Source: an optimization exercise on an open RTL-to-GDS flow (aim: small area). Production flows keep margins and buffers that such runs may drop. Function was checked by simulation only, so behaviour that the tests miss may differ from the original. Power figures rest on the tool's default switching activity, not on a simulated workload.

==> run a: inputs <==
## timeService
module timeService #(
  parameter int tickCount = 200,
  parameter int windowTol = 2,
  parameter int highTicks = 180
) (
  input  logic                              CLK,
  input  logic                              rst,
  input  timePkg::cmdOp                     cmd,
  input  logic [timePkg::timeWidth-1:0]     timeIn,
  input  logic                              ppsIn,
  output logic [timePkg::statusWidth-1:0]   statusOut,
  output logic [timePkg::controlWidth-1:0]  controlOut,
  output logic [timePkg::countWidth-1:0]    ticksPerPps,
  output logic [timePkg::timeWidth-1:0]     nowTime,
  output logic [timePkg::timeWidth-1:0]     deltaTime,
  output logic                              ppsOut
);
  localparam int cw = timePkg::countWidth;
  localparam logic [cw-1:0] minTicks = cw'(tickCount - windowTol);
  localparam logic [cw-1:0] maxTicks = cw'(tickCount + windowTol);
  localparam logic [cw-1:0] highCount = cw'(highTicks);
  localparam logic [47:0] fracInc = 48'((64'd1 << 48) / 64'(tickCount));
  logic setTime, ctlWrite, clearSticky, captureDelta;
  assign setTime = (cmd == timePkg::opSetTime);
  assign captureDelta = (cmd == timePkg::opSetDelta);
  assign ctlWrite = (cmd == timePkg::opSetControl) || (cmd == timePkg::opClear);
  assign clearSticky = (cmd == timePkg::opClear);
  logic timeSetSticky, ppsInSticky, ppsLostSticky;
  logic disablePps;
  assign disablePps = controlOut[timePkg::ctlDisablePps];
  logic syncMeta, ppsSync, prevLevel;
  logic [cw-1:0] fromRise;
  ...
==> flow/config.mk <==
export PLATFORM = sky130hd
export DESIGN_NAME = timeService
export DESIGN_NICKNAME = timeService
export VERILOG_FILES = /design/flow/design.v
export SDC_FILE = /design/flow/constraint.sdc
export NUM_CORES = 4
export LEC_CHECK = 0
export CAP_MARGIN = 20
export CORE_MARGIN = 2
export CORE_UTILIZATION = 40
export SLEW_MARGIN = 20
==> flow/constraint.sdc <==
create_clock -name core_clock -period 5.5 [get_ports {CLK}]
set_input_delay 1.1000 -clock core_clock [delete_from_list [all_inputs] [get_ports {CLK}]]
set_output_delay 1.1000 -clock core_clock [all_outputs]
set_load 0.01 [all_outputs]
standard.sh (not shown) runs the stock make flow with config.mk's settings and CLKGATE_MAP_FILE= SYNTH_SCRIPT=/design/flow/synth_recipe.tcl, a recipe that flattens the netlist after the stock synthesis.
==> flow/flow/run.sh <==
#!/bin/bash
# The standard layout (standard.sh: standard synthesis and ORFS to finish) with two changes:
#  - each port buffer is the smallest buffer cell instead of the flow's default pick;
#  - the clock tree uses clkbuf_4 cells in clusters of at most 10 sinks, without dummy loads.
set -euo pipefail
export BUFFER_PORTS_ARGS="-buffer_cell sky130_fd_sc_hd__buf_1"
export CTS_ARGS="-sink_clustering_enable -repair_clock_nets -dont_use_dummy_load -buf_list sky130_fd_sc_hd__clkbuf_4 -sink_clustering_size 10 -sink_clustering_max_diameter 40"
bash standard.sh finish > standard.log 2>&1
==> run b: changes against run a <==
--- a/flow/design.v
+++ b/flow/design.v
@@ -195,26 +195,24 @@
   assign bc[6] = fc0[48] | (bc[5] & (&fs0[47:40]));
   assign fracNext[48] = bc[6];
   logic [63:0] deltaNext;
   logic [64:0] dsc0; logic [63:0] dss0; logic [63:0] dsp, dsg;
   assign dsp = nowTime ^ ~timeIn; assign dsg = nowTime & ~timeIn;
   logic [16:0] dsbc, dsbg, dsbp;
   assign dsbc[0] = 1'b1;
-  assign dsc0[0] = 1'b0;
-  assign dss0[0] = dsp[0] ^ dsc0[0]; assign dsc0[1] = dsg[0] | (dsp[0] & dsc0[0]);
-  assign dss0[1] = dsp[1] ^ dsc0[1]; assign dsc0[2] = dsg[1] | (dsp[1] & dsc0[1]);
-  assign dss0[2] = dsp[2] ^ dsc0[2]; assign dsc0[3] = dsg[2] | (dsp[2] & dsc0[2]);
-  assign dss0[3] = dsp[3] ^ dsc0[3]; assign dsc0[4] = dsg[3] | (dsp[3] & dsc0[3]);
-  assign dsbg[0] = dsc0[4]; assign dsbp[0] = &dss0[3:0];
-  logic [4:0] dst0;
-  assign dst0[0] = dsbc[0];
-  assign deltaNext[0] = dss0[0] ^ dst0[0]; assign dst0[1] = dss0[0] & dst0[0];
-  assign deltaNext[1] = dss0[1] ^ dst0[1]; assign dst0[2] = dss0[1] & dst0[1];
-  assign deltaNext[2] = dss0[2] ^ dst0[2]; assign dst0[3] = dss0[2] & dst0[2];
-  assign deltaNext[3] = dss0[3] ^ dst0[3]; assign dst0[4] = dss0[3] & dst0[3];
+  assign dsc0[0] = 1'b1;
+  assign deltaNext[0] = dsp[0] ^ dsc0[0]; assign dsc0[1] = dsg[0] | (dsp[0] & dsc0[0]);
+  assign dss0[0] = 1'b0;
+  assign deltaNext[1] = dsp[1] ^ dsc0[1]; assign dsc0[2] = dsg[1] | (dsp[1] & dsc0[1]);
+  assign dss0[1] = 1'b0;
+  assign deltaNext[2] = dsp[2] ^ dsc0[2]; assign dsc0[3] = dsg[2] | (dsp[2] & dsc0[2]);
+  assign dss0[2] = 1'b0;
+  assign deltaNext[3] = dsp[3] ^ dsc0[3]; assign dsc0[4] = dsg[3] | (dsp[3] & dsc0[3]);
+  assign dss0[3] = 1'b0;
+  assign dsbg[0] = dsc0[4]; assign dsbp[0] = 1'b0;
   assign dss0[4] = dsp[4]; assign dsc0[5] = dsg[4];
   assign dss0[5] = dsp[5] ^ dsc0[5]; assign dsc0[6] = dsg[5] | (dsp[5] & dsc0[5]);
   assign dss0[6] = dsp[6] ^ dsc0[6]; assign dsc0[7] = dsg[6] | (dsp[6] & dsc0[6]);
   assign dss0[7] = dsp[7] ^ dsc0[7]; assign dsc0[8] = dsg[7] | (dsp[7] & dsc0[7]);
   assign dsbg[1] = dsc0[8]; assign dsbp[1] = &dss0[7:4];
   logic [4:0] dst1;
   assign dst1[0] = dsbc[1];
==> flow/flow/run.sh (replaced) <==
#!/bin/bash
# The standard layout (standard.sh: standard synthesis and ORFS to finish) with two changes:
#  - each port buffer is the smallest buffer cell instead of the flow's default pick;
#  - the clock tree uses clkbuf_4 cells in clusters of at most 10 sinks within 60 um, without dummy loads.
set -euo pipefail
export BUFFER_PORTS_ARGS="-buffer_cell sky130_fd_sc_hd__buf_1"
export CTS_ARGS="-sink_clustering_enable -repair_clock_nets -dont_use_dummy_load -buf_list sky130_fd_sc_hd__clkbuf_4 -sink_clustering_size 10 -sink_clustering_max_diameter 60"
bash standard.sh finish > standard.log 2>&1
CAP_MARGIN = 0   (was 20)
CORE_UTILIZATION = 60   (was 40)
SLEW_MARGIN = 0   (was 20)
==> summary of the runs <==
In run b the clock skew is lower than in run a, by 0.049 ns.
Via count is about the same in run a and run b.
Between run a and run b, the lower sequential share of layout area is in run a (gap 1.4 points).
Against run a, the combinational power of run b is smaller by 4.9%.
Between run b and run a, the lower first-iteration DRC count is in run a (gap 23%, measured against run a).
Setup slack: run a is worse than run b (0.14 ns).
Of run b and run a, run a has the higher routed wire length (gap 8.8%, measured against run a).
In sequential power, run b and run a hardly differ.
Against run b, the non-clock buffer count of run a is higher by 10.

separate check: timing with driven ports:
No port has a modelled driver above. Below, the same layouts with a new extraction and two added sets of constraints. Step 1, drivers: a clkbuf_16 drives CLK and a buf_2 each remaining input, both assumed. Step 2, shift: input delay + t, output delay - t, t = (earliest + latest rising clock arrival at the registers) / 2. This alone moves slack from input paths to output paths. a / b / c = no drivers / after step 1 / after step 2; a / b = the first two.
| run | t (ns) | slack for setup (ns) | worst setup path after step 2 | latest minus earliest clock arrival (ns) | worst data-port slew with drivers (ns) |
|---|---|---|---|---|---|
| run a | 0.813 | 0.664 / 0.685 / -0.128 | input to register | 0.099 / 0.098 | 0.08 |
| run b | 0.679 | 0.802 / 0.827 / 0.148 | input to register | 0.052 / 0.051 | 0.08 |
With both steps, setup timing fails in run a, where it was met with ideal ports. For run a, which loses most, drivers alone change the setup slack by +0.021 ns; drivers and shift together by -0.792 ns.
